Background: an optimization exercise with open tools, aiming at small area. Do not read the settings as production practice.
In this exercise RTL edits were held to simulation tests only and were not proved equivalent to the original.
No activity file was given, so power comes from the tool's default toggle rates.

File: flow/flow/run.sh
#!/bin/bash
# The standard layout (standard.sh), with these changes:
#  - synthesis maps the logic with an area-oriented ABC script (synth.tcl,
#    area.abc); flip-flops are mapped as in the standard synthesis;
#  - buffers that synthesis would put on outputs are left out
#    (SYNTH_INSBUF=0), and the one tie cell drives every constant output;
#  - port buffers are buf_1;
#  - the clock tree uses clkbuf_8 and no dummy loads.
# Each make step's full log stays under orfs/logs/; the make output as a
# whole goes to make.log here.
set -euo pipefail
here=$(pwd)
# The platform's don't-use cells; very large cells that timing repair
# would otherwise pick for the one high-fanout net; and a22o, nor3 and nor4,
# so that the map's decoders come out as NAND-style gates, which need less
# upsizing in the layout. Given on the make command line, since ORFS re-runs
# make for each step without the environment's additions to this list.
dont_use="sky130_fd_sc_hd__probe_p_8 sky130_fd_sc_hd__probec_p_8 sky130_fd_sc_hd__lpflow_bleeder_1 sky130_fd_sc_hd__lpflow_clkbufkapwr_1 sky130_fd_sc_hd__lpflow_clkbufkapwr_16 sky130_fd_sc_hd__lpflow_clkbufkapwr_2 sky130_fd_sc_hd__lpflow_clkbufkapwr_4 sky130_fd_sc_hd__lpflow_clkbufkapwr_8 sky130_fd_sc_hd__lpflow_clkinvkapwr_1 sky130_fd_sc_hd__lpflow_clkinvkapwr_16 sky130_fd_sc_hd__lpflow_clkinvkapwr_2 sky130_fd_sc_hd__lpflow_clkinvkapwr_4 sky130_fd_sc_hd__lpflow_clkinvkapwr_8 sky130_fd_sc_hd__lpflow_decapkapwr_12 sky130_fd_sc_hd__lpflow_decapkapwr_3 sky130_fd_sc_hd__lpflow_decapkapwr_4 sky130_fd_sc_hd__lpflow_decapkapwr_6 sky130_fd_sc_hd__lpflow_decapkapwr_8 sky130_fd_sc_hd__lpflow_inputiso0n_1 sky130_fd_sc_hd__lpflow_inputiso0p_1 sky130_fd_sc_hd__lpflow_inputiso1n_1 sky130_fd_sc_hd__lpflow_inputiso1p_1 sky130_fd_sc_hd__lpflow_inputisolatch_1 sky130_fd_sc_hd__lpflow_isobufsrc_1 sky130_fd_sc_hd__lpflow_isobufsrc_16 sky130_fd_sc_hd__lpflow_isobufsrc_2 sky130_fd_sc_hd__lpflow_isobufsrc_4 sky130_fd_sc_hd__lpflow_isobufsrc_8 sky130_fd_sc_hd__lpflow_isobufsrckapwr_16 sky130_fd_sc_hd__lpflow_lsbuf_lh_hl_isowell_tap_1 sky130_fd_sc_hd__lpflow_lsbuf_lh_hl_isowell_tap_2 sky130_fd_sc_hd__lpflow_lsbuf_lh_hl_isowell_tap_4 sky130_fd_sc_hd__lpflow_lsbuf_lh_isowell_4 sky130_fd_sc_hd__lpflow_lsbuf_lh_isowell_tap_1 sky130_fd_sc_hd__lpflow_lsbuf_lh_isowell_tap_2 sky130_fd_sc_hd__lpflow_lsbuf_lh_isowell_tap_4 sky130_fd_sc_hd__buf_12 sky130_fd_sc_hd__buf_16 sky130_fd_sc_hd__buf_6 sky130_fd_sc_hd__buf_8 sky130_fd_sc_hd__bufbuf_16 sky130_fd_sc_hd__bufbuf_8 sky130_fd_sc_hd__bufinv_16 sky130_fd_sc_hd__bufinv_8 sky130_fd_sc_hd__clkbuf_16 sky130_fd_sc_hd__clkbuf_8 sky130_fd_sc_hd__clkinv_16 sky130_fd_sc_hd__clkinv_8 sky130_fd_sc_hd__ebufn_8 sky130_fd_sc_hd__einvn_8 sky130_fd_sc_hd__einvp_8 sky130_fd_sc_hd__inv_12 sky130_fd_sc_hd__inv_16 sky130_fd_sc_hd__inv_6 sky130_fd_sc_hd__inv_8 sky130_fd_sc_hd__mux2_8 sky130_fd_sc_hd__nand2_8 sky130_fd_sc_hd__nor2_8 sky130_fd_sc_hd__a22o_1 sky130_fd_sc_hd__a22o_2 sky130_fd_sc_hd__a22o_4 sky130_fd_sc_hd__nor3_1 sky130_fd_sc_hd__nor3_2 sky130_fd_sc_hd__nor3_4 sky130_fd_sc_hd__nor4_1 sky130_fd_sc_hd__nor4_2 sky130_fd_sc_hd__nor4_4"
export SYNTH_INSBUF=0
export AREA_ABC_SCRIPT=$here/flow/area.abc
export BUFFER_PORTS_ARGS="-buffer_cell sky130_fd_sc_hd__buf_1"
export CTS_ARGS="-sink_clustering_enable -repair_clock_nets -dont_use_dummy_load -buf_list {sky130_fd_sc_hd__clkbuf_8}"
bash standard.sh SYNTH_SCRIPT=$here/flow/synth.tcl SKIP_REPAIR_TIE_FANOUT=1 DONT_USE_CELLS="$dont_use" finish > make.log 2>&1
File: flow/design.v
`timescale 1ns/1ps
package prize_pkg;
	localparam int GRID_COLS = 10;
	localparam int GRID_ROWS = 7;
	function automatic logic [1:0] level_map(input int layer, input int lvl,
			input int row, input int col);
		logic [1:0] k;
		k = 2'd0;
		if (layer == 0 && lvl == 0) begin
			if (row == 1 && (col == 1 || col == 2 || col == 3)) k = 2'd1;
			if (row == 2 && col == 7) k = 2'd2;
			if (row == 4 && (col == 0 || col == 9)) k = 2'd1;
			if (row == 4 && col == 5) k = 2'd2;
			if (row == 6 && (col == 2 || col == 3)) k = 2'd1;
		end else if (layer == 0 && lvl == 1) begin
			if (row == 0 && col == 9) k = 2'd2;
			if (row == 1) k = 2'd1;
			if (row == 3 && (col == 4 || col == 5)) k = 2'd1;
			if (row == 5 && col == 0) k = 2'd2;
			if (row == 5 && col == 8) k = 2'd1;
		end else if (layer == 1 && lvl == 0) begin
			if (row == 3 && col == 2) k = 2'd1;
			if (row == 4 && col == 5) k = 2'd1;
		end else if (layer == 1 && lvl == 1) begin
			if (row == 2 && col == 6) k = 2'd1;
		end
		level_map = k;
	endfunction
endpackage
`timescale 1ns/1ps
`timescale 1ns/1ps
`timescale 1ns/1ps
`timescale 1ns/1ps
module prize_field (
	input  logic        clk,
	input  logic        resetN,
	input  logic [10:0] pixel_x,
	input  logic [10:0] pixel_y,
	input  logic [10:0] player_x,
	input  logic [10:0] player_y,
	input  logic        prize_hit,
	input  logic        block_hit,
	input  logic [3:0]  hit_edge,
	input  logic        level,
	input  logic        next_level,
	input  logic        player_alive,
	input  logic [9:0]  random_bits,
	output logic        draw,
	output logic [2:0]  prize_kind,
	output logic [10:0] tile_left,
	output logic [10:0] tile_top,
	output logic [1:0]  color_variant
);
	logic rl, nrl, lv, ld0, ld1;
	assign rl  = !resetN || next_level || !player_alive;
	assign nrl = !rl;
	assign lv  = resetN && level;
	assign ld0 = rl && !lv;
	assign ld1 = rl && lv;
	logic lvq;
	always_ff @(posedge clk) lvq <= rl ? lv : lvq;
	logic [9:0] q_col;
	logic [6:0] q_row;
	logic       q_hi;
	logic [6:0] take_row;
	logic [6:0] bump_row;
	always_comb begin
		for (int c = 0; c < 10; c++) q_col[c] = (player_x[9:6] == 4'(c));
		for (int r = 0; r < 7; r++) q_row[r] = (player_y[8:6] == 3'(r));
	end
	assign q_hi = !player_x[10] && (player_y[10:9] == 2'b00);
	assign take_row = {7{prize_hit && nrl && q_hi}} & q_row;
	assign bump_row = {7{block_hit && (hit_edge == 4'b0100) && !prize_hit && nrl && q_hi}} & q_row;
	logic take0_row2;
	assign take0_row2 = take_row[2] && !lvq;
	logic take0_row4;
	assign take0_row4 = take_row[4] && !lvq;
	logic take0_row6;
	assign take0_row6 = take_row[6] && !lvq;
	logic take1_row1;
	assign take1_row1 = take_row[1] && lvq;
	logic l1_0_0;
	always_ff @(posedge clk) l1_0_0 <= (l1_0_0 && nrl) || (bump_row[0] && q_col[0]);
	logic l1_0_1;
	always_ff @(posedge clk) l1_0_1 <= (l1_0_1 && nrl) || (bump_row[0] && q_col[1]);
	logic l1_0_2;
	always_ff @(posedge clk) l1_0_2 <= (l1_0_2 && nrl) || (bump_row[0] && q_col[2]);
	logic l1_0_3;
	always_ff @(posedge clk) l1_0_3 <= (l1_0_3 && nrl) || (bump_row[0] && q_col[3]);
	logic l1_0_4;
	always_ff @(posedge clk) l1_0_4 <= (l1_0_4 && nrl) || (bump_row[0] && q_col[4]);
	logic l1_0_5;
	always_ff @(posedge clk) l1_0_5 <= (l1_0_5 && nrl) || (bump_row[0] && q_col[5]);
	logic l1_0_6;
	always_ff @(posedge clk) l1_0_6 <= (l1_0_6 && nrl) || (bump_row[0] && q_col[6]);
	logic l1_0_7;
	always_ff @(posedge clk) l1_0_7 <= (l1_0_7 && nrl) || (bump_row[0] && q_col[7]);
	logic l1_0_8;
	always_ff @(posedge clk) l1_0_8 <= (l1_0_8 && nrl) || (bump_row[0] && q_col[8]);
	logic l1_0_9;
	always_ff @(posedge clk) l1_0_9 <= (l1_0_9 && nrl) || (bump_row[0] && q_col[9]);
	logic e0_0_9;
	always_ff @(posedge clk) e0_0_9 <= (e0_0_9 && nrl) || (take_row[0] && q_col[9]) || ld0;
	logic l1_1_0;
	always_ff @(posedge clk) l1_1_0 <= (l1_1_0 && nrl) || (bump_row[1] && q_col[0]);
	logic l1_1_1;
	always_ff @(posedge clk) l1_1_1 <= (l1_1_1 && nrl) || (bump_row[1] && q_col[1]);
	logic e0_1_1;
	always_ff @(posedge clk) e0_1_1 <= (e0_1_1 && nrl) || (take_row[1] && q_col[1]);
	logic l1_1_2;
	always_ff @(posedge clk) l1_1_2 <= (l1_1_2 && nrl) || (bump_row[1] && q_col[2]);
	logic e0_1_2;
	always_ff @(posedge clk) e0_1_2 <= (e0_1_2 && nrl) || (take_row[1] && q_col[2]);
	logic l1_1_3;
	always_ff @(posedge clk) l1_1_3 <= (l1_1_3 && nrl) || (bump_row[1] && q_col[3]);
	logic e0_1_3;
	always_ff @(posedge clk) e0_1_3 <= (e0_1_3 && nrl) || (take_row[1] && q_col[3]);
	logic l1_1_4;
	always_ff @(posedge clk) l1_1_4 <= (l1_1_4 && nrl) || (bump_row[1] && q_col[4]);
	logic l1_1_5;
	always_ff @(posedge clk) l1_1_5 <= (l1_1_5 && nrl) || (bump_row[1] && q_col[5]);
	logic l1_1_6;
	always_ff @(posedge clk) l1_1_6 <= (l1_1_6 && nrl) || (bump_row[1] && q_col[6]);
	logic l1_1_7;
	always_ff @(posedge clk) l1_1_7 <= (l1_1_7 && nrl) || (bump_row[1] && q_col[7]);
	logic l1_1_8;
	always_ff @(posedge clk) l1_1_8 <= (l1_1_8 && nrl) || (bump_row[1] && q_col[8]);
	logic e0_1_8;
	always_ff @(posedge clk) e0_1_8 <= (e0_1_8 && nrl) || (take_row[1] && q_col[8]) || ld0;
	logic l1_1_9;
	always_ff @(posedge clk) l1_1_9 <= (l1_1_9 && nrl) || (bump_row[1] && q_col[9]);
	logic l1_2_0;
	always_ff @(posedge clk) l1_2_0 <= (l1_2_0 && nrl) || (bump_row[2] && q_col[0]);
	logic l1_2_1;
	always_ff @(posedge clk) l1_2_1 <= (l1_2_1 && nrl) || (bump_row[2] && q_col[1]);
	logic l1_2_2;
	always_ff @(posedge clk) l1_2_2 <= (l1_2_2 && nrl) || (bump_row[2] && q_col[2]);
	logic l1_2_3;
	always_ff @(posedge clk) l1_2_3 <= (l1_2_3 && nrl) || (bump_row[2] && q_col[3]);
	logic l1_2_4;
	always_ff @(posedge clk) l1_2_4 <= (l1_2_4 && nrl) || (bump_row[2] && q_col[4]);
	logic l1_2_5;
	always_ff @(posedge clk) l1_2_5 <= (l1_2_5 && nrl) || (bump_row[2] && q_col[5]);
	logic l1_2_6;
	always_ff @(posedge clk) l1_2_6 <= (l1_2_6 && nrl) || (bump_row[2] && q_col[6]) || ld1;
	logic l1_2_7;
	always_ff @(posedge clk) l1_2_7 <= (l1_2_7 && nrl) || (bump_row[2] && q_col[7]);
	logic e0_2_7;
	always_ff @(posedge clk) e0_2_7 <= (e0_2_7 && nrl) || (q_col[7] && (take0_row2 || take1_row1));
	logic l1_2_8;
	always_ff @(posedge clk) l1_2_8 <= (l1_2_8 && nrl) || (bump_row[2] && q_col[8]);
	logic l1_2_9;
	always_ff @(posedge clk) l1_2_9 <= (l1_2_9 && nrl) || (bump_row[2] && q_col[9]);
	logic l1_3_0;
	always_ff @(posedge clk) l1_3_0 <= (l1_3_0 && nrl) || (bump_row[3] && q_col[0]);
	logic l1_3_1;
	always_ff @(posedge clk) l1_3_1 <= (l1_3_1 && nrl) || (bump_row[3] && q_col[1]);
	logic l1_3_2;
	always_ff @(posedge clk) l1_3_2 <= (l1_3_2 && nrl) || (bump_row[3] && q_col[2]) || ld0;
	logic l1_3_3;
	always_ff @(posedge clk) l1_3_3 <= (l1_3_3 && nrl) || (bump_row[3] && q_col[3]);
	logic l1_3_4;
	always_ff @(posedge clk) l1_3_4 <= (l1_3_4 && nrl) || (bump_row[3] && q_col[4]);
	logic e0_3_4;
	always_ff @(posedge clk) e0_3_4 <= (e0_3_4 && nrl) || (take_row[3] && q_col[4]) || ld0;
	logic l1_3_5;
	always_ff @(posedge clk) l1_3_5 <= (l1_3_5 && nrl) || (bump_row[3] && q_col[5]);
	logic e0_3_5;
	always_ff @(posedge clk) e0_3_5 <= (e0_3_5 && nrl) || (take_row[3] && q_col[5]) || ld0;
	logic l1_3_6;
	always_ff @(posedge clk) l1_3_6 <= (l1_3_6 && nrl) || (bump_row[3] && q_col[6]);
	logic l1_3_7;
	always_ff @(posedge clk) l1_3_7 <= (l1_3_7 && nrl) || (bump_row[3] && q_col[7]);
	logic l1_3_8;
	always_ff @(posedge clk) l1_3_8 <= (l1_3_8 && nrl) || (bump_row[3] && q_col[8]);
	logic l1_3_9;
	always_ff @(posedge clk) l1_3_9 <= (l1_3_9 && nrl) || (bump_row[3] && q_col[9]);
	logic l1_4_0;
	always_ff @(posedge clk) l1_4_0 <= (l1_4_0 && nrl) || (bump_row[4] && q_col[0]);
	logic e0_4_0;
	always_ff @(posedge clk) e0_4_0 <= (e0_4_0 && nrl) || (q_col[0] && (take0_row4 || take1_row1));
	logic l1_4_1;
	always_ff @(posedge clk) l1_4_1 <= (l1_4_1 && nrl) || (bump_row[4] && q_col[1]);
	logic l1_4_2;
	always_ff @(posedge clk) l1_4_2 <= (l1_4_2 && nrl) || (bump_row[4] && q_col[2]);
	logic l1_4_3;
	always_ff @(posedge clk) l1_4_3 <= (l1_4_3 && nrl) || (bump_row[4] && q_col[3]);
	logic l1_4_4;
	always_ff @(posedge clk) l1_4_4 <= (l1_4_4 && nrl) || (bump_row[4] && q_col[4]);
	logic l1_4_5;
	always_ff @(posedge clk) l1_4_5 <= (l1_4_5 && nrl) || (bump_row[4] && q_col[5]) || ld0;
	logic e0_4_5;
	always_ff @(posedge clk) e0_4_5 <= (e0_4_5 && nrl) || (q_col[5] && (take0_row4 || take1_row1));
	logic l1_4_6;
	always_ff @(posedge clk) l1_4_6 <= (l1_4_6 && nrl) || (bump_row[4] && q_col[6]);
	logic l1_4_7;
	always_ff @(posedge clk) l1_4_7 <= (l1_4_7 && nrl) || (bump_row[4] && q_col[7]);
	logic l1_4_8;
	always_ff @(posedge clk) l1_4_8 <= (l1_4_8 && nrl) || (bump_row[4] && q_col[8]);
	logic l1_4_9;
	always_ff @(posedge clk) l1_4_9 <= (l1_4_9 && nrl) || (bump_row[4] && q_col[9]);
	logic e0_4_9;
	always_ff @(posedge clk) e0_4_9 <= (e0_4_9 && nrl) || (q_col[9] && (take0_row4 || take1_row1));
	logic l1_5_0;
	always_ff @(posedge clk) l1_5_0 <= (l1_5_0 && nrl) || (bump_row[5] && q_col[0]);
	logic e0_5_0;
	always_ff @(posedge clk) e0_5_0 <= (e0_5_0 && nrl) || (take_row[5] && q_col[0]) || ld0;
	logic l1_5_1;
	always_ff @(posedge clk) l1_5_1 <= (l1_5_1 && nrl) || (bump_row[5] && q_col[1]);
	logic l1_5_2;
	always_ff @(posedge clk) l1_5_2 <= (l1_5_2 && nrl) || (bump_row[5] && q_col[2]);
	logic l1_5_3;
	always_ff @(posedge clk) l1_5_3 <= (l1_5_3 && nrl) || (bump_row[5] && q_col[3]);
	logic l1_5_4;
	always_ff @(posedge clk) l1_5_4 <= (l1_5_4 && nrl) || (bump_row[5] && q_col[4]);
	logic l1_5_5;
	always_ff @(posedge clk) l1_5_5 <= (l1_5_5 && nrl) || (bump_row[5] && q_col[5]);
	logic l1_5_6;
	always_ff @(posedge clk) l1_5_6 <= (l1_5_6 && nrl) || (bump_row[5] && q_col[6]);
	logic l1_5_7;
	always_ff @(posedge clk) l1_5_7 <= (l1_5_7 && nrl) || (bump_row[5] && q_col[7]);
	logic l1_5_8;
	always_ff @(posedge clk) l1_5_8 <= (l1_5_8 && nrl) || (bump_row[5] && q_col[8]);
	logic e0_5_8;
	always_ff @(posedge clk) e0_5_8 <= (e0_5_8 && nrl) || (take_row[5] && q_col[8]) || ld0;
	logic l1_5_9;
	always_ff @(posedge clk) l1_5_9 <= (l1_5_9 && nrl) || (bump_row[5] && q_col[9]);
	logic l1_6_0;
	always_ff @(posedge clk) l1_6_0 <= (l1_6_0 && nrl) || (bump_row[6] && q_col[0]);
	logic l1_6_1;
	always_ff @(posedge clk) l1_6_1 <= (l1_6_1 && nrl) || (bump_row[6] && q_col[1]);
	logic l1_6_2;
	always_ff @(posedge clk) l1_6_2 <= (l1_6_2 && nrl) || (bump_row[6] && q_col[2]);
	logic e0_6_2;
	always_ff @(posedge clk) e0_6_2 <= (e0_6_2 && nrl) || (take0_row6 && q_col[2]) || (take1_row1 && q_col[4]);
	logic l1_6_3;
	always_ff @(posedge clk) l1_6_3 <= (l1_6_3 && nrl) || (bump_row[6] && q_col[3]);
	logic e0_6_3;
	always_ff @(posedge clk) e0_6_3 <= (e0_6_3 && nrl) || (take0_row6 && q_col[3]) || (take1_row1 && q_col[6]);
	logic l1_6_4;
	always_ff @(posedge clk) l1_6_4 <= (l1_6_4 && nrl) || (bump_row[6] && q_col[4]);
	logic l1_6_5;
	always_ff @(posedge clk) l1_6_5 <= (l1_6_5 && nrl) || (bump_row[6] && q_col[5]);
	logic l1_6_6;
	always_ff @(posedge clk) l1_6_6 <= (l1_6_6 && nrl) || (bump_row[6] && q_col[6]);
	logic l1_6_7;
	always_ff @(posedge clk) l1_6_7 <= (l1_6_7 && nrl) || (bump_row[6] && q_col[7]);
	logic l1_6_8;
	always_ff @(posedge clk) l1_6_8 <= (l1_6_8 && nrl) || (bump_row[6] && q_col[8]);
	logic l1_6_9;
	always_ff @(posedge clk) l1_6_9 <= (l1_6_9 && nrl) || (bump_row[6] && q_col[9]);
	logic [69:0] t_l1;
	logic [69:0] t_l0;
	assign t_l1[0] = l1_0_0;
	assign t_l0[0] = 1'b0;
	assign t_l1[1] = l1_0_1;
	assign t_l0[1] = 1'b0;
	assign t_l1[2] = l1_0_2;
	assign t_l0[2] = 1'b0;
	assign t_l1[3] = l1_0_3;
	assign t_l0[3] = 1'b0;
	assign t_l1[4] = l1_0_4;
	assign t_l0[4] = 1'b0;
	assign t_l1[5] = l1_0_5;
	assign t_l0[5] = 1'b0;
	assign t_l1[6] = l1_0_6;
	assign t_l0[6] = 1'b0;
	assign t_l1[7] = l1_0_7;
	assign t_l0[7] = 1'b0;
	assign t_l1[8] = l1_0_8;
	assign t_l0[8] = 1'b0;
	assign t_l1[9] = l1_0_9;
	assign t_l0[9] = !e0_0_9;
	assign t_l1[10] = l1_1_0;
	assign t_l0[10] = (!e0_4_0 && lvq);
	assign t_l1[11] = l1_1_1;
	assign t_l0[11] = !e0_1_1;
	assign t_l1[12] = l1_1_2;
	assign t_l0[12] = !e0_1_2;
	assign t_l1[13] = l1_1_3;
	assign t_l0[13] = !e0_1_3;
	assign t_l1[14] = l1_1_4;
	assign t_l0[14] = (!e0_6_2 && lvq);
	assign t_l1[15] = l1_1_5;
	assign t_l0[15] = (!e0_4_5 && lvq);
	assign t_l1[16] = l1_1_6;
	assign t_l0[16] = (!e0_6_3 && lvq);
	assign t_l1[17] = l1_1_7;
	assign t_l0[17] = (!e0_2_7 && lvq);
	assign t_l1[18] = l1_1_8;
	assign t_l0[18] = !e0_1_8;
	assign t_l1[19] = l1_1_9;
	assign t_l0[19] = (!e0_4_9 && lvq);
	assign t_l1[20] = l1_2_0;
	assign t_l0[20] = 1'b0;
	assign t_l1[21] = l1_2_1;
	assign t_l0[21] = 1'b0;
	assign t_l1[22] = l1_2_2;
	assign t_l0[22] = 1'b0;
	assign t_l1[23] = l1_2_3;
	assign t_l0[23] = 1'b0;
	assign t_l1[24] = l1_2_4;
	assign t_l0[24] = 1'b0;
	assign t_l1[25] = l1_2_5;
	assign t_l0[25] = 1'b0;
	assign t_l1[26] = l1_2_6;
	assign t_l0[26] = 1'b0;
	assign t_l1[27] = l1_2_7;
	assign t_l0[27] = (!e0_2_7 && !lvq);
	assign t_l1[28] = l1_2_8;
	assign t_l0[28] = 1'b0;
	assign t_l1[29] = l1_2_9;
	assign t_l0[29] = 1'b0;
	assign t_l1[30] = l1_3_0;
	assign t_l0[30] = 1'b0;
	assign t_l1[31] = l1_3_1;
	assign t_l0[31] = 1'b0;
	assign t_l1[32] = l1_3_2;
	assign t_l0[32] = 1'b0;
	assign t_l1[33] = l1_3_3;
	assign t_l0[33] = 1'b0;
	assign t_l1[34] = l1_3_4;
	assign t_l0[34] = !e0_3_4;
	assign t_l1[35] = l1_3_5;
	assign t_l0[35] = !e0_3_5;
	assign t_l1[36] = l1_3_6;
	assign t_l0[36] = 1'b0;
	assign t_l1[37] = l1_3_7;
	assign t_l0[37] = 1'b0;
	assign t_l1[38] = l1_3_8;
	assign t_l0[38] = 1'b0;
	assign t_l1[39] = l1_3_9;
	assign t_l0[39] = 1'b0;
	assign t_l1[40] = l1_4_0;
	assign t_l0[40] = (!e0_4_0 && !lvq);
	assign t_l1[41] = l1_4_1;
	assign t_l0[41] = 1'b0;
	assign t_l1[42] = l1_4_2;
	assign t_l0[42] = 1'b0;
	assign t_l1[43] = l1_4_3;
	assign t_l0[43] = 1'b0;
	assign t_l1[44] = l1_4_4;
	assign t_l0[44] = 1'b0;
	assign t_l1[45] = l1_4_5;
	assign t_l0[45] = (!e0_4_5 && !lvq);
	assign t_l1[46] = l1_4_6;
	assign t_l0[46] = 1'b0;
	assign t_l1[47] = l1_4_7;
	assign t_l0[47] = 1'b0;
	assign t_l1[48] = l1_4_8;
	assign t_l0[48] = 1'b0;
	assign t_l1[49] = l1_4_9;
	assign t_l0[49] = (!e0_4_9 && !lvq);
	assign t_l1[50] = l1_5_0;
	assign t_l0[50] = !e0_5_0;
	assign t_l1[51] = l1_5_1;
	assign t_l0[51] = 1'b0;
	assign t_l1[52] = l1_5_2;
	assign t_l0[52] = 1'b0;
	assign t_l1[53] = l1_5_3;
	assign t_l0[53] = 1'b0;
	assign t_l1[54] = l1_5_4;
	assign t_l0[54] = 1'b0;
	assign t_l1[55] = l1_5_5;
	assign t_l0[55] = 1'b0;
	assign t_l1[56] = l1_5_6;
	assign t_l0[56] = 1'b0;
	assign t_l1[57] = l1_5_7;
	assign t_l0[57] = 1'b0;
	assign t_l1[58] = l1_5_8;
	assign t_l0[58] = !e0_5_8;
	assign t_l1[59] = l1_5_9;
	assign t_l0[59] = 1'b0;
	assign t_l1[60] = l1_6_0;
	assign t_l0[60] = 1'b0;
	assign t_l1[61] = l1_6_1;
	assign t_l0[61] = 1'b0;
	assign t_l1[62] = l1_6_2;
	assign t_l0[62] = (!e0_6_2 && !lvq);
	assign t_l1[63] = l1_6_3;
	assign t_l0[63] = (!e0_6_3 && !lvq);
	assign t_l1[64] = l1_6_4;
	assign t_l0[64] = 1'b0;
	assign t_l1[65] = l1_6_5;
	assign t_l0[65] = 1'b0;
	assign t_l1[66] = l1_6_6;
	assign t_l0[66] = 1'b0;
	assign t_l1[67] = l1_6_7;
	assign t_l0[67] = 1'b0;
	assign t_l1[68] = l1_6_8;
	assign t_l0[68] = 1'b0;
	assign t_l1[69] = l1_6_9;
	assign t_l0[69] = 1'b0;
	logic [9:0] p_col;
	logic [6:0] p_row;
	logic [7:0] row_any;
	logic       a_any;
	logic       a_gem_d;
	logic       p_hi;
	assign p_hi = !pixel_x[10] && (pixel_y[10:9] == 2'b00);
	always_comb begin
		for (int c = 0; c < 10; c++) p_col[c] = (pixel_x[9:6] == 4'(c));
		for (int r = 0; r < 7; r++) p_row[r] = (pixel_y[8:6] == 3'(r));
		for (int r = 0; r < 7; r++) row_any[r] = |(t_l1[r*10 +: 10] & p_col) || |(t_l0[r*10 +: 10] & p_col);
		row_any[7] = 1'b0;
	end
	assign a_any = p_hi && |(row_any[6:0] & p_row);
	assign a_gem_d = p_hi && ((p_row[0] && p_col[9] && !e0_0_9) || (p_row[2] && p_col[7] && (!e0_2_7 && !lvq)) || (p_row[4] && p_col[5] && (!e0_4_5 && !lvq)) || (p_row[5] && p_col[0] && !e0_5_0));
	logic [3:0] pc;
	logic [2:0] pr;
	logic [3:0] a_col, b_col, c_col;
	logic [2:0] a_row, b_row, c_row;
	logic       a_gem, b_gem, c_gem;
	logic [1:0] c_cv;
	assign pc = pixel_x[9:6];
	assign pr = pixel_y[8:6];
	always_ff @(posedge clk) begin
		a_col <= {pc[3] | !a_any, pc[2], pc[1] | !a_any, pc[0]};
		a_row <= pr;
		a_gem <= a_gem_d;
		b_col <= a_col;
		b_row <= a_row;
		b_gem <= a_gem;
		c_col <= b_col;
		c_row <= b_row;
		c_gem <= b_gem;
		c_cv  <= {(b_row[2] && b_row[1]) ? random_bits[6] : random_bits[b_row],
			b_col[3] ? random_bits[{3'b100, b_col[0]}] : random_bits[b_col[2:0]]};
	end
	assign draw          = !(c_col[3] && (c_col[2] || c_col[1]));
	assign prize_kind    = {1'b0, c_gem, draw && !c_gem};
	assign tile_left     = {1'b0, c_col, 6'd0};
	assign tile_top      = {2'b00, c_row, 6'd0};
	assign color_variant = c_cv;
endmodule
File: flow/flow/synth.tcl
# synth_recipe.tcl (the standard synthesis) with one change: ABC maps the
# logic for area with an area-recovering script, and only with the
# smallest drive strength of each cell (placement and timing repair
# resize where needed). Flip-flops are mapped before ABC runs, as before.
proc synth {args} { yosys synth -nofsm -noshare {*}$args }
proc abc {args} {
  set out {}
  set skip 0
  foreach a $args {
    if {$skip} { set skip 0; continue }
    if {$a eq "-script"} {
      set skip 1
      continue
    }
    lappend out $a
  }
  foreach p {_2 _3 _4 _6 _8 _12 _16} { lappend out -dont_use "*$p" }
  yosys abc -script $::env(AREA_ABC_SCRIPT) {*}$out
}
source $::env(SCRIPTS_DIR)/synth.tcl
# left out here: clear keep_hierarchy, flatten, clean up, hide names made inside functions, write 1_2_yosys.v
File: flow/flow/area.abc
strash
dc2
&get -n
&dch -f
&nf -a -R 1000
&put
File: flow/standard.sh
#!/bin/bash
# synth_recipe.tcl (not shown) runs the flow's synth.tcl, then flattens the netlist and writes it again
# the make line also repeats each setting of config.mk as NAME=value (left out here)
make -C /OpenROAD-flow-scripts/flow DESIGN_CONFIG=/design/flow/config.mk WORK_HOME=/design/flow/orfs CLKGATE_MAP_FILE= SYNTH_SCRIPT=/design/flow/synth_recipe.tcl "${@:-finish}"
File: flow/config.mk
export PLATFORM = sky130hd
export DESIGN_NAME = prize_field
export DESIGN_NICKNAME = prize_field
export VERILOG_FILES = /design/flow/design.v
export SDC_FILE = /design/flow/constraint.sdc
export NUM_CORES = 4
export LEC_CHECK = 0
export CAP_MARGIN = 10
export CORE_MARGIN = 2
export CORE_UTILIZATION = 65
export GPL_TIMING_DRIVEN = 0
export SLEW_MARGIN = 10
File: flow/constraint.sdc
create_clock -name core_clock -period 5.0 [get_ports {clk}]
set_input_delay 1.0000 -clock core_clock [delete_from_list [all_inputs] [get_ports {clk}]]
set_output_delay 1.0000 -clock core_clock [all_outputs]
set_load 0.01 [all_outputs]
==> results of run 1 <==
-- area by class of cell --
class,count,area [sq um],share of cell area [%]
multi-input combinational,318,1790,39.6
inverter,13,48.8,1.08
sequential,112,2250,49.8
timing repair buffer,54,210,4.65
tap,75,93.8,2.08
clock buffer,9,124,2.74
-- placed cells by master, fill, tap and decap left out, types with 2 or more instances in the layout --
cell type    n
nand2b_1    10
and2_0       2
mux2i_1      2
nand2_1     96
a31oi_1      2
mux4_1       3
nand4b_1     2
a22oi_1      5
and3_1       2
nor2_1      20
a222oi_1    16
or4_1        3
a221oi_1     6
and4b_1      2
nand4_1      3
nand3_1      8
nor3b_1      5
nor2b_1      6
buf_4        2
a21oi_1     11
clkbuf_8     9
o22ai_1      7
a211oi_1     3
nor4b_1      2
clkinv_1    13
or2_0        3
buf_1       52
o21ai_0     85
dfxtp_1    111
-- per-stage QoR --
step	hold WS (ps)	power [uW]	cell area, sq um
final	319	1430	4520
after global routing	319	1480	4520
after CTS	318	1430	4510
after detailed placement	314	1030	4390
after global placement	310	1020	4370
after floorplan	310	986	4080
-- sequential cells by signal (all words and copies together) (netlist names), 2 cells and up --
signal and flops:
a_col 4, a_row 3, b_col 4, b_row 3
c_col 4, c_cv 2, c_row 3
-- critical path: cells and delay by family --
kind	cells	cell delay [ps]
AO/OA/AOI/OAI	5	780
AND/OR/NAND/NOR	5	2020
buffers and inverters	1	120
-- layer usage --
metal,vias up,GRT usage (%)
met3,20,7.95
met4,0,10.9
met5,-,0
met1,1764,40.3
li1,1740,-
met2,254,53.2
-- power by group --
part           total, uW  internal (uW)  switching [uW]
sequential           917            908            9.36
combinational       95.5           29.9            65.6
clock                415            162             253
-- how the worst max path moves through the flow --
stage | to | from | cells past startpoint
2_1_floorplan | l1_6_0$_DFF_P_ | player_alive | 6
3_3_place_gp | l1_6_7$_DFF_P_ | resetN | 7
3_5_place_dp | a_col[1]$_DFF_P_ | pixel_x[7] | 11
4_1_cts | a_col[1]$_DFF_P_ | pixel_x[7] | 11
5_1_grt | a_col[1]$_DFF_P_ | pixel_x[7] | 11
6_report | a_col[1]$_DFF_P_ | pixel_x[7] | 11
-- cell families after synthesis --
| group | share of synthesized area [%] |
|---|---|
| buffers and inverters | 1.20 |
| AND/OR/NAND/NOR | 19.8 |
| other | 0.0920 |
| flip-flops | 55.3 |
| multiplexers | 2.70 |
| AO/OA/AOI/OAI | 20.9 |
==> flow_summary.ini, run 1 <==
[status]
status = complete, no violations

[cts]
clk_latency_ps = 360
cts-root-buf = clkbuf_8
htreeDepth = 3
clk_pin_slew_worst_paths_ps = 80
cts_resized = 0
clock_sinks = 112
cts_tree = yes
cts_hold_buf = 0
cts_buffers = 9
cts_max_path_buffers = 2
post_cts_buffers = 0

[synthesis]
synthCells = 443
synthesis.nets = 508
synth_area_per_cell_sq_um = 9.20
async_flop_share_pct = 0
synth_commonest_cells = dfxtp_1, nand2_1, o21ai_0, nor2_1, a222oi_1
synth_edf_count = 1
synth_top_area_share_pct = 54.5
synth-seq-cells = 112
ys_seq_area_share_pct = 55.3
yosysWarnings = 1
ys_types = 38
netlist_area_sq_mm = 0.00407
synthFlopType = dfxtp_1
synth_largest_area_cell = dfxtp_1
yosysMostFrequentCell = dfxtp_1
synthTopCellsByArea = dfxtp_1, o21ai_0, nand2_1, a222oi_1, mux4_1

[grt]
grt_max_degree = 38
grt_pass1_vias = 3345
gr-total-overflow = 0
grt_pass1_wl_microns = 17100
antenna_found_initial = 0
track_usage_pct = 31.8

[routing]
drc = 0
wl_microns = 10900
avgViaCountPerCell = 6.50
met3_length_microns = 1180
num_vias = 3778
drtPass1Iterations = 9
ant_nets = 0
top_layer_used = met4
wl_per_cell_microns = 18.7
wl_met1_microns = 4220
dr_wl_met2_microns = 5230
drt_iter0_drc = 549

[finish]
diodes = 0
finalNonFillerCells = 581
area_growth_pct = 11.0
nFillCells = 463
nNetsFinal = 573
drive_gt1_share_pct = 2.77
postLayoutCoreUtil_pct = 75.5

[pwr]
ir_drop_v = 0.000257
powerDensity_mw_per_mm2 = 316
p_leak_uw = 0.00151

[floorplan]
core_sq_mm = 0.00599
die-area_sq_mm = 0.00692
rows = 28
die_width_microns = 83.2
dieHeight_microns = 83.2
io_pins = 93
start_util_pct = 68.0

[setup_path]
worst-path-max-fanout = 7
cp-start-kind = input port
cpPeakStageDelay_ps = 1030
endpoint_kind = register
cp_data_required_time_ps = 5230
path_class = input port to register
r2r-end = a_col[1]$_DFF_P_
r2r-start = lvq$_DFFE_PP_
r2r_slack_ps = 2930
critPathArrivalTime_ps = 3930
worstPathCellList = buf_1 > or2_0 > nor3b_1 > a222oi_1 > nand4_1 > a221oi_1 > or4_1 > o311ai_0 > a211oi_1 > a31oi_1 > nand2b_1
rr_worst_depth = 8
cpMaxStageDelayCell = nor3b_1

[timing]
worst_pin_slew_ps = 1250
slew-limit-headroom_pct = 16.5
rsz0062_at_grt = no
hold_viol = 0
fmax_ghz = 0.271
fin_setup_tns_ps = 0
skew_ps = 18.7
period_needed_ps = 3690
slew_viol_final = 0
timing.final.crit_share_pct = 73.9
worst_slack_ps = 1310
setup_viol = 0

[job]
maxCapViolations = 0

[placed_design]
dpl.hpwl_microns = 7420
placed_cells = 572
dp_slack_ps = 1000
gp_congestion = 0.872
io_buffers = 52

[hold_path]
holdCritPathClass = register to register
holdPathStages = 0
hold_path_end = b_col[1]$_DFF_P_
holdCritStartpoint = a_col[1]$_DFF_P_
==> run 2, diff against run 1 <==
--- a/flow/config.mk
+++ b/flow/config.mk
@@ -9,3 +9,3 @@
 export CORE_MARGIN = 2
-export CORE_UTILIZATION = 65
+export CORE_UTILIZATION = 55
 export GPL_TIMING_DRIVEN = 0
==> flow_summary.ini, run 2 <==
[setup_path]
path_class = input port to register
cp_data_required_time_ps = 5270
critPathArrivalTime_ps = 3880
r2r-start = lvq$_DFFE_PP_
worstSetupStartpoint = resetN
endpoint = l1_6_8$_DFF_P_
r2r-end = a_col[1]$_DFF_P_
worst-path-max-fanout = 35
cp-start-kind = input port
r2r_slack_ps = 2870
rr_worst_depth = 8
endpoint_kind = register

[synthesis]
synthFlopType = dfxtp_1
synthCells = 443
synth_top_family_by_area = compound AO/OA/AOI/OAI gates
synthSimpleGateAreaFrac_pct = 19.8
ys_types = 38
synth_compound_area_share_pct = 20.9
yosysWarnings = 1
synth_largest_area_cell = dfxtp_1
synth-seq-cells = 112
synth-xor-area-share_pct = 0
synth_edf_count = 1
ys_seq_area_share_pct = 55.3
synth_commonest_cells = dfxtp_1, nand2_1, o21ai_0, nor2_1, a222oi_1
synth_top_area_share_pct = 54.5
synth_fa_ha_area_share_pct = 0
synthTopCellsByArea = dfxtp_1, o21ai_0, nand2_1, a222oi_1, mux4_1
synthesis.nets = 508
netlist_area_sq_mm = 0.00407
synth.mux.area_fraction_pct = 2.70
yosysMostFrequentCell = dfxtp_1
synth_area_per_cell_sq_um = 9.20
async_flop_share_pct = 0

[pwr]
powerDensity_mw_per_mm2 = 315
p_leak_uw = 0.00152
ir_drop_v = 0.000181

[placed_design]
dpl.hpwl_microns = 7470
placed_cells = 596
io_buffers = 52
dp_slack_ps = 475
gp_congestion = 0.824

[cts]
clock_sinks = 112
cts_max_path_buffers = 2
cts_hold_buf = 0
cts_resized = 0
htreeDepth = 3
post_cts_buffers = 0
cts-root-buf = clkbuf_8
cts_tree = yes
clk_pin_slew_worst_paths_ps = 100
clk_latency_ps = 370
cts_buffers = 9

[finish]
diodes = 0
nNetsFinal = 574
area_growth_pct = 11.8
reg_top3 = a_col x4, b_col x4, c_col x4
nFillCells = 677
finalNonFillerCells = 606
drive_gt1_share_pct = 2.96
final_cell_mix = dfxtp_1, nand2_1, o21ai_0, buf_1, nor2_1
final_common_cell = dfxtp_1
postLayoutCoreUtil_pct = 63.1

[floorplan]
core_sq_mm = 0.00721
die-area_sq_mm = 0.00811
start_util_pct = 56.5
dieHeight_microns = 90.1
io_pins = 93
rows = 31
die_width_microns = 90.1

[status]
status = complete, no violations

[timing]
slew_viol_final = 0
hold_viol = 0
worst_pin_slew_ps = 939
fin_setup_tns_ps = 0
slew-limit-headroom_pct = 37.1
timing.final.crit_share_pct = 72.1
setup_viol = 0
rsz0062_at_grt = no
hold-worst-slack_ps = 329
period_needed_ps = 3600
skew_ps = 19.7
worst_slack_ps = 1400
fmax_ghz = 0.278

[routing]
num_vias = 3587
wl_per_cell_microns = 17.8
drtPass1Iterations = 5
avgViaCountPerCell = 5.92
drc = 0
drt_iter0_drc = 298
wl_microns = 10800
ant_nets = 0

[grt]
antenna_found_initial = 0
grt_pass1_wl_microns = 17200
gr-total-overflow = 0
grt_pass1_vias = 3217
grt_max_degree = 36
track_usage_pct = 27.2

[job]
maxCapViolations = 0

[hold_path]
holdPathStages = 0
holdCritPathClass = register to register
[run 2: worst min path at each step]
stage / startpoint / to
finish: a_row[2]$_DFF_P_ / b_row[2]$_DFF_P_
global route: a_col[0]$_DFF_P_ / b_col[0]$_DFF_P_
CTS: a_gem$_DFF_P_ / b_gem$_DFF_P_
detailed placement: b_gem$_DFF_P_ / c_gem$_DFF_P_
global placement: a_row[1]$_DFF_P_ / b_row[1]$_DFF_P_
floorplan: a_col[0]$_DFF_P_ / b_col[0]$_DFF_P_
[run 2: cells by family (layout without fill, tap and decap cells)]
family | count (synthesis) | count (layout)
AOI/OAI and AO/OA | 140 | 140
other | 1 | 1
DFF | 112 | 112
and+or+nand+nor | 171 | 171
buffers and inverters | 13 | 77
muxes | 6 | 6
[run 2: worst max-delay path, cell delays in order]
cell and delay (ps):
buf_1 80, nand2_1 80, nor2_4 430, buf_4 430, nor4b_1 390, nor4b_2 650, nand4b_1 500, o21ai_0 290
[run 2: stage by stage]
stage,power (uW),area [sq um]
2_1_floorplan,986,4080
3_3_place_gp,1030,4400
3_5_place_dp,1030,4420
4_1_cts,1440,4540
5_1_grt,1480,4560
6_report,1430,4560
[run 2: layout make-up]
class	count	area (sq um)	area share, %
inverter	13	48.8	1.07
clock buffer	9	124	2.72
tap	99	124	2.72
multi-input combinational	318	1790	39.3
sequential	112	2250	49.4
timing repair buffer	55	215	4.72
[run 2: metal layers]
| layer | vias up | wire (microns) | global-route usage, % |
|---|---|---|---|
| li1 | 1749 | - | - |
| met2 | 145 | 4960 | 43.9 |
| met4 | 0 | 149 | 6.28 |
| met5 | - | 0 | 0 |
| met3 | 15 | 781 | 5.20 |
| met1 | 1678 | 4920 | 38.0 |
[run 2: report_power, final]
group	internal, uW	switching, uW
sequential	908	8.29
combinational	30.0	64.7
clock	163	262
total	1100	335
==> run 3, diff against run 2 <==
--- a/flow/design.v
+++ b/flow/design.v
@@ -73,8 +73,8 @@
 	assign bump_row = {7{block_hit && (hit_edge == 4'b0100) && !prize_hit && nrl && q_hi}} & q_row;
-	logic take0_row2;
-	assign take0_row2 = take_row[2] && !lvq;
-	logic take0_row4;
-	assign take0_row4 = take_row[4] && !lvq;
-	logic take0_row6;
-	assign take0_row6 = take_row[6] && !lvq;
+	logic takp0_row2;
+	assign takp0_row2 = take_row[2] && !lvq;
+	logic takp0_row4;
+	assign takp0_row4 = take_row[4] && !lvq;
+	logic takp0_row6;
+	assign takp0_row6 = take_row[6] && !lvq;
 	logic take1_row1;
@@ -101,4 +101,4 @@
 	always_ff @(posedge clk) l1_0_9 <= (l1_0_9 && nrl) || (bump_row[0] && q_col[9]);
-	logic e0_0_9;
-	always_ff @(posedge clk) e0_0_9 <= (e0_0_9 && nrl) || (take_row[0] && q_col[9]) || ld0;
+	logic p0_0_9;
+	always_ff @(posedge clk) p0_0_9 <= !((!p0_0_9 && nrl) || (take_row[0] && q_col[9]) || ld0);
 	logic l1_1_0;
@@ -107,12 +107,12 @@
 	always_ff @(posedge clk) l1_1_1 <= (l1_1_1 && nrl) || (bump_row[1] && q_col[1]);
-	logic e0_1_1;
-	always_ff @(posedge clk) e0_1_1 <= (e0_1_1 && nrl) || (take_row[1] && q_col[1]);
+	logic p0_1_1;
+	always_ff @(posedge clk) p0_1_1 <= !((!p0_1_1 && nrl) || (take_row[1] && q_col[1]));
 	logic l1_1_2;
 	always_ff @(posedge clk) l1_1_2 <= (l1_1_2 && nrl) || (bump_row[1] && q_col[2]);
-	logic e0_1_2;
-	always_ff @(posedge clk) e0_1_2 <= (e0_1_2 && nrl) || (take_row[1] && q_col[2]);
+	logic p0_1_2;
+	always_ff @(posedge clk) p0_1_2 <= !((!p0_1_2 && nrl) || (take_row[1] && q_col[2]));
 	logic l1_1_3;
 	always_ff @(posedge clk) l1_1_3 <= (l1_1_3 && nrl) || (bump_row[1] && q_col[3]);
-	logic e0_1_3;
-	always_ff @(posedge clk) e0_1_3 <= (e0_1_3 && nrl) || (take_row[1] && q_col[3]);
+	logic p0_1_3;
+	always_ff @(posedge clk) p0_1_3 <= !((!p0_1_3 && nrl) || (take_row[1] && q_col[3]));
 	logic l1_1_4;
@@ -127,4 +127,4 @@
 	always_ff @(posedge clk) l1_1_8 <= (l1_1_8 && nrl) || (bump_row[1] && q_col[8]);
-	logic e0_1_8;
-	always_ff @(posedge clk) e0_1_8 <= (e0_1_8 && nrl) || (take_row[1] && q_col[8]) || ld0;
+	logic p0_1_8;
+	always_ff @(posedge clk) p0_1_8 <= !((!p0_1_8 && nrl) || (take_row[1] && q_col[8]) || ld0);
 	logic l1_1_9;
@@ -147,4 +147,4 @@
 	always_ff @(posedge clk) l1_2_7 <= (l1_2_7 && nrl) || (bump_row[2] && q_col[7]);
-	logic e0_2_7;
-	always_ff @(posedge clk) e0_2_7 <= (e0_2_7 && nrl) || (q_col[7] && (take0_row2 || take1_row1));
+	logic p0_2_7;
+	always_ff @(posedge clk) p0_2_7 <= !((!p0_2_7 && nrl) || (q_col[7] && (takp0_row2 || take1_row1)));
 	logic l1_2_8;
@@ -163,8 +163,8 @@
 	always_ff @(posedge clk) l1_3_4 <= (l1_3_4 && nrl) || (bump_row[3] && q_col[4]);
-	logic e0_3_4;
-	always_ff @(posedge clk) e0_3_4 <= (e0_3_4 && nrl) || (take_row[3] && q_col[4]) || ld0;
+	logic p0_3_4;
+	always_ff @(posedge clk) p0_3_4 <= !((!p0_3_4 && nrl) || (take_row[3] && q_col[4]) || ld0);
 	logic l1_3_5;
 	always_ff @(posedge clk) l1_3_5 <= (l1_3_5 && nrl) || (bump_row[3] && q_col[5]);
-	logic e0_3_5;
-	always_ff @(posedge clk) e0_3_5 <= (e0_3_5 && nrl) || (take_row[3] && q_col[5]) || ld0;
+	logic p0_3_5;
+	always_ff @(posedge clk) p0_3_5 <= !((!p0_3_5 && nrl) || (take_row[3] && q_col[5]) || ld0);
 	logic l1_3_6;
@@ -179,4 +179,4 @@
 	always_ff @(posedge clk) l1_4_0 <= (l1_4_0 && nrl) || (bump_row[4] && q_col[0]);
-	logic e0_4_0;
-	always_ff @(posedge clk) e0_4_0 <= (e0_4_0 && nrl) || (q_col[0] && (take0_row4 || take1_row1));
+	logic p0_4_0;
+	always_ff @(posedge clk) p0_4_0 <= !((!p0_4_0 && nrl) || (q_col[0] && (takp0_row4 || take1_row1)));
 	logic l1_4_1;
@@ -191,4 +191,4 @@
 	always_ff @(posedge clk) l1_4_5 <= (l1_4_5 && nrl) || (bump_row[4] && q_col[5]) || ld0;
-	logic e0_4_5;
-	always_ff @(posedge clk) e0_4_5 <= (e0_4_5 && nrl) || (q_col[5] && (take0_row4 || take1_row1));
+	logic p0_4_5;
+	always_ff @(posedge clk) p0_4_5 <= !((!p0_4_5 && nrl) || (q_col[5] && (takp0_row4 || take1_row1)));
 	logic l1_4_6;
@@ -201,8 +201,8 @@
 	always_ff @(posedge clk) l1_4_9 <= (l1_4_9 && nrl) || (bump_row[4] && q_col[9]);
-	logic e0_4_9;
-	always_ff @(posedge clk) e0_4_9 <= (e0_4_9 && nrl) || (q_col[9] && (take0_row4 || take1_row1));
+	logic p0_4_9;
+	always_ff @(posedge clk) p0_4_9 <= !((!p0_4_9 && nrl) || (q_col[9] && (takp0_row4 || take1_row1)));
 	logic l1_5_0;
 	always_ff @(posedge clk) l1_5_0 <= (l1_5_0 && nrl) || (bump_row[5] && q_col[0]);
-	logic e0_5_0;
-	always_ff @(posedge clk) e0_5_0 <= (e0_5_0 && nrl) || (take_row[5] && q_col[0]) || ld0;
+	logic p0_5_0;
+	always_ff @(posedge clk) p0_5_0 <= !((!p0_5_0 && nrl) || (take_row[5] && q_col[0]) || ld0);
 	logic l1_5_1;
@@ -223,4 +223,4 @@
 	always_ff @(posedge clk) l1_5_8 <= (l1_5_8 && nrl) || (bump_row[5] && q_col[8]);
-	logic e0_5_8;
-	always_ff @(posedge clk) e0_5_8 <= (e0_5_8 && nrl) || (take_row[5] && q_col[8]) || ld0;
+	logic p0_5_8;
+	always_ff @(posedge clk) p0_5_8 <= !((!p0_5_8 && nrl) || (take_row[5] && q_col[8]) || ld0);
 	logic l1_5_9;
@@ -233,8 +233,8 @@
 	always_ff @(posedge clk) l1_6_2 <= (l1_6_2 && nrl) || (bump_row[6] && q_col[2]);
-	logic e0_6_2;
-	always_ff @(posedge clk) e0_6_2 <= (e0_6_2 && nrl) || (take0_row6 && q_col[2]) || (take1_row1 && q_col[4]);
+	logic p0_6_2;
+	always_ff @(posedge clk) p0_6_2 <= !((!p0_6_2 && nrl) || (takp0_row6 && q_col[2]) || (take1_row1 && q_col[4]));
 	logic l1_6_3;
 	always_ff @(posedge clk) l1_6_3 <= (l1_6_3 && nrl) || (bump_row[6] && q_col[3]);
-	logic e0_6_3;
-	always_ff @(posedge clk) e0_6_3 <= (e0_6_3 && nrl) || (take0_row6 && q_col[3]) || (take1_row1 && q_col[6]);
+	logic p0_6_3;
+	always_ff @(posedge clk) p0_6_3 <= !((!p0_6_3 && nrl) || (takp0_row6 && q_col[3]) || (take1_row1 && q_col[6]));
 	logic l1_6_4;
@@ -272,23 +272,23 @@
 	assign t_l1[9] = l1_0_9;
-	assign t_l0[9] = !e0_0_9;
+	assign t_l0[9] = p0_0_9;
 	assign t_l1[10] = l1_1_0;
-	assign t_l0[10] = (!e0_4_0 && lvq);
+	assign t_l0[10] = (p0_4_0 && lvq);
 	assign t_l1[11] = l1_1_1;
-	assign t_l0[11] = !e0_1_1;
+	assign t_l0[11] = p0_1_1;
 	assign t_l1[12] = l1_1_2;
-	assign t_l0[12] = !e0_1_2;
+	assign t_l0[12] = p0_1_2;
 	assign t_l1[13] = l1_1_3;
-	assign t_l0[13] = !e0_1_3;
+	assign t_l0[13] = p0_1_3;
 	assign t_l1[14] = l1_1_4;
-	assign t_l0[14] = (!e0_6_2 && lvq);
+	assign t_l0[14] = (p0_6_2 && lvq);
 	assign t_l1[15] = l1_1_5;
-	assign t_l0[15] = (!e0_4_5 && lvq);
+	assign t_l0[15] = (p0_4_5 && lvq);
 	assign t_l1[16] = l1_1_6;
-	assign t_l0[16] = (!e0_6_3 && lvq);
+	assign t_l0[16] = (p0_6_3 && lvq);
 	assign t_l1[17] = l1_1_7;
-	assign t_l0[17] = (!e0_2_7 && lvq);
+	assign t_l0[17] = (p0_2_7 && lvq);
 	assign t_l1[18] = l1_1_8;
-	assign t_l0[18] = !e0_1_8;
+	assign t_l0[18] = p0_1_8;
 	assign t_l1[19] = l1_1_9;
-	assign t_l0[19] = (!e0_4_9 && lvq);
+	assign t_l0[19] = (p0_4_9 && lvq);
 	assign t_l1[20] = l1_2_0;
@@ -308,3 +308,3 @@
 	assign t_l1[27] = l1_2_7;
-	assign t_l0[27] = (!e0_2_7 && !lvq);
+	assign t_l0[27] = (p0_2_7 && !lvq);
 	assign t_l1[28] = l1_2_8;
@@ -322,5 +322,5 @@
 	assign t_l1[34] = l1_3_4;
-	assign t_l0[34] = !e0_3_4;
+	assign t_l0[34] = p0_3_4;
 	assign t_l1[35] = l1_3_5;
-	assign t_l0[35] = !e0_3_5;
+	assign t_l0[35] = p0_3_5;
 	assign t_l1[36] = l1_3_6;
@@ -334,3 +334,3 @@
 	assign t_l1[40] = l1_4_0;
-	assign t_l0[40] = (!e0_4_0 && !lvq);
+	assign t_l0[40] = (p0_4_0 && !lvq);
 	assign t_l1[41] = l1_4_1;
@@ -344,3 +344,3 @@
 	assign t_l1[45] = l1_4_5;
-	assign t_l0[45] = (!e0_4_5 && !lvq);
+	assign t_l0[45] = (p0_4_5 && !lvq);
 	assign t_l1[46] = l1_4_6;
@@ -352,5 +352,5 @@
 	assign t_l1[49] = l1_4_9;
-	assign t_l0[49] = (!e0_4_9 && !lvq);
+	assign t_l0[49] = (p0_4_9 && !lvq);
 	assign t_l1[50] = l1_5_0;
-	assign t_l0[50] = !e0_5_0;
+	assign t_l0[50] = p0_5_0;
 	assign t_l1[51] = l1_5_1;
@@ -370,3 +370,3 @@
 	assign t_l1[58] = l1_5_8;
-	assign t_l0[58] = !e0_5_8;
+	assign t_l0[58] = p0_5_8;
 	assign t_l1[59] = l1_5_9;
@@ -378,5 +378,5 @@
 	assign t_l1[62] = l1_6_2;
-	assign t_l0[62] = (!e0_6_2 && !lvq);
+	assign t_l0[62] = (p0_6_2 && !lvq);
 	assign t_l1[63] = l1_6_3;
-	assign t_l0[63] = (!e0_6_3 && !lvq);
+	assign t_l0[63] = (p0_6_3 && !lvq);
 	assign t_l1[64] = l1_6_4;
@@ -407,3 +407,3 @@
 	assign a_any = p_hi && |(row_any[6:0] & p_row);
-	assign a_gem_d = p_hi && ((p_row[0] && p_col[9] && !e0_0_9) || (p_row[2] && p_col[7] && (!e0_2_7 && !lvq)) || (p_row[4] && p_col[5] && (!e0_4_5 && !lvq)) || (p_row[5] && p_col[0] && !e0_5_0));
+	assign a_gem_d = p_hi && ((p_row[0] && p_col[9] && p0_0_9) || (p_row[2] && p_col[7] && (p0_2_7 && !lvq)) || (p_row[4] && p_col[5] && (p0_4_5 && !lvq)) || (p_row[5] && p_col[0] && p0_5_0));
 	logic [3:0] pc;
==> flow_summary.ini, run 3 <==
[finish]
diodes = 0
drive_gt1_share_pct = 2.62
multi_input_area_sq_mm = 0.00180
reg_top3 = a_col x4, b_col x4, c_col x4
nNetsFinal = 563
nFillCells = 630
final_area_sq_mm = 0.00451
regArea_sq_mm = 0.00225
final_cell_mix = dfxtp_1, nand2_1, o21ai_0, buf_1, nor2_1
area_growth_pct = 11.6
final_common_cell = dfxtp_1

[floorplan]
die_width_microns = 89.7
die-area_sq_mm = 0.00805
core_sq_mm = 0.00718
rows = 31
dieHeight_microns = 89.7
io_pins = 93
start_util_pct = 56.3

[grt]
gr-total-overflow = 0
met1_usage_pct = 38.3
track_usage_pct = 27.2
grt_pass1_vias = 3268
grt_use_met2_pct = 41.7
busiest_layer = met2
grt_pass1_wl_microns = 17100
antenna_found_initial = 0
use_met3_pct = 6.79
grt_max_degree = 42

[cts]
cts-root-buf = clkbuf_8
cts_max_path_buffers = 2
cts_hold_buf = 0
htreeDepth = 3
clk_latency_ps = 360
cts_resized = 0
post_cts_buffers = 0
cts_tree = yes
clk_pin_slew_worst_paths_ps = 100
clock_sinks = 112
cts_buffers = 9

[routing]
num_vias = 3580
drc = 0
wl_microns = 10600
drt_iter0_drc = 284
ant_nets = 0
wl_per_cell_microns = 17.8
avgViaCountPerCell = 6.02
drtPass1Iterations = 8

[synthesis]
synth-seq-cells = 112
synthFlopType = dfxtp_1
synth_edf_count = 1
async_flop_share_pct = 0
yosysWarnings = 1
synthTopCellsByArea = dfxtp_1, o21ai_0, nand2_1, a222oi_1, nor2_1
synth_area_per_cell_sq_um = 9.31
ys_types = 40
ys_seq_area_share_pct = 55.7
synth_largest_area_cell = dfxtp_1
synthesis.nets = 499
synth_commonest_cells = dfxtp_1, nand2_1, o21ai_0, nor2_1, a222oi_1
synth_top_area_share_pct = 55.0
netlist_area_sq_mm = 0.00404
synthCells = 434
yosysMostFrequentCell = dfxtp_1

[placed_design]
dpl.hpwl_microns = 7250
placed_area_sq_mm = 0.00438
io_buffers = 52
gp_congestion = 0.871
dp_slack_ps = 79.1

[setup_path]
worst-path-max-fanout = 41
cpMaxStageDelayCell = nor4b_1
cp_top_family = simple AND/OR/NAND/NOR gates
path_depth = 8
endpoint_kind = register
rr_worst_depth = 9
cpPeakStageDelay_ps = 690
worstPathCellList = buf_1 > nand2_1 > nor2_4 > buf_4 > nor4b_1 > nor4b_2 > nand4b_1 > o21ai_0
cp_data_required_time_ps = 5280
critPathArrivalTime_ps = 4380
cp-start-kind = input port
cp_num_buf_inv = 2
path_class = input port to register

[timing]
skew_ps = 17.3
timing.final.crit_share_pct = 82.0
hold_viol = 0
setup_viol = 0
worst_slack_ps = 899
period_needed_ps = 4100
worst_pin_slew_ps = 1330
slew-limit-headroom_pct = 11.1
fmax_ghz = 0.244
rsz0062_at_grt = no
slew_viol_final = 0

[hold_path]
holdCritPathClass = register to register
holdPathStages = 0

[job]
maxCapViolations = 0

[pwr]
ir_drop_v = 0.000168
powerDensity_mw_per_mm2 = 317
p_leak_uw = 0.00149

[status]
status = complete, no violations
run 3: layout make-up:
| type | instances | area share (%) |
|---|---|---|
| multi-input cells | 320 | 39.9 |
| repair buffers | 53 | 4.49 |
| flip-flops and latches | 112 | 49.9 |
| clock buffers | 9 | 2.75 |
| inverters | 2 | 0.166 |
| well taps | 99 | 2.75 |
run 3: kinds of logic (layout without fill, tap and decap cells):
| logic type | after synthesis | count (layout) | share of synthesized area (%) |
|---|---|---|---|
| mux | 6 | 6 | 2.72 |
| compound gates | 139 | 139 | 21.9 |
| simple gates | 174 | 174 | 19.4 |
| buf+inv | 2 | 64 | 0.186 |
| other cells | 1 | 1 | 0.0928 |
| flops | 112 | 112 | 55.7 |
run 3: metal layers:
metal	part of all wire [%]	vias up
met4	2.2	0
met5	0	-
met1	46	1700
li1	-	1734
met3	7.3	17
met2	44	129
run 3: where the power goes:
| part | switching [uW] | internal [uW] | total [uW] | leakage [uW] |
|---|---|---|---|---|
| Sequential | 9.05 | 908 | 917 | 0.000915 |
| Combinational | 63.1 | 29.4 | 92.5 | 0.000508 |
| Clock | 260 | 163 | 423 | 0.0000647 |
run 3: final timing paths:
check | from | end | slack [ps]
setup / recovery | resetN | l1_6_0$_DFF_P_ | 900
hold / removal | a_col[1]$_DFF_P_ | b_col[1]$_DFF_P_ | 320
hold reg to reg | a_col[1]$_DFF_P_ | b_col[1]$_DFF_P_ | 320
setup reg to reg | lvq$_DFFE_PP_ | a_col[1]$_DFF_P_ | 3020
run 3: worst reg2reg max path, cell delays in order (launching register included):
cell and delay, ps:
edfxtp_1 560, nor2_1 130, a221oi_1 240, nand3_1 110, a221o_1 290, a32oi_1 150, o41ai_1 100, a31oi_1 150
a21oi_1 110, nand2b_1 70
run 3: metrics by stage:
step                setup TNS, ps  cells  hold slack (ps)  power (uW)  util (%)
floorplan                       0    434              310         986         -
global placement           -44280    585              310        1030      60.8
detailed placement              0    586              314        1030      61.1
CTS                             0    595              319        1430      62.8
global route                    0    595              319        1480      62.9
finish                          0    595              323        1430      62.9

==> re-timing with driven ports <==
Ports are ideal in the flow. The routed layouts listed here were re-timed in OpenROAD.
Step 1 (the two cells are an assumption about what drives the block):
set clk [get_ports {clk}]
set_driving_cell -lib_cell sky130_fd_sc_hd__clkbuf_16 $clk
set_driving_cell -lib_cell sky130_fd_sc_hd__buf_2 [delete_from_list [all_inputs] $clk]
Step 2, shift: input delay + t, output delay - t, t = (earliest + latest rising clock arrival at the registers) / 2. This alone moves slack from input paths to output paths.
a / b / c = no drivers / after step 1 / after step 2; a / b = the first two.
run | t, ns | setup WS [ns] | worst data-port slew with drivers (ns)
run 1 | 0.387 | 1.306 / 1.322 / 0.935 | 0.04
run 2 | 0.389 | 1.397 / 1.406 / 1.017 | 0.04
run 3 | 0.388 | 0.899 / 0.910 / 0.522 | 0.04
After both steps every run listed still meets setup and hold. For run 2, which loses most, drivers alone change the setup slack by +0.009 ns; drivers and shift together by -0.380 ns.
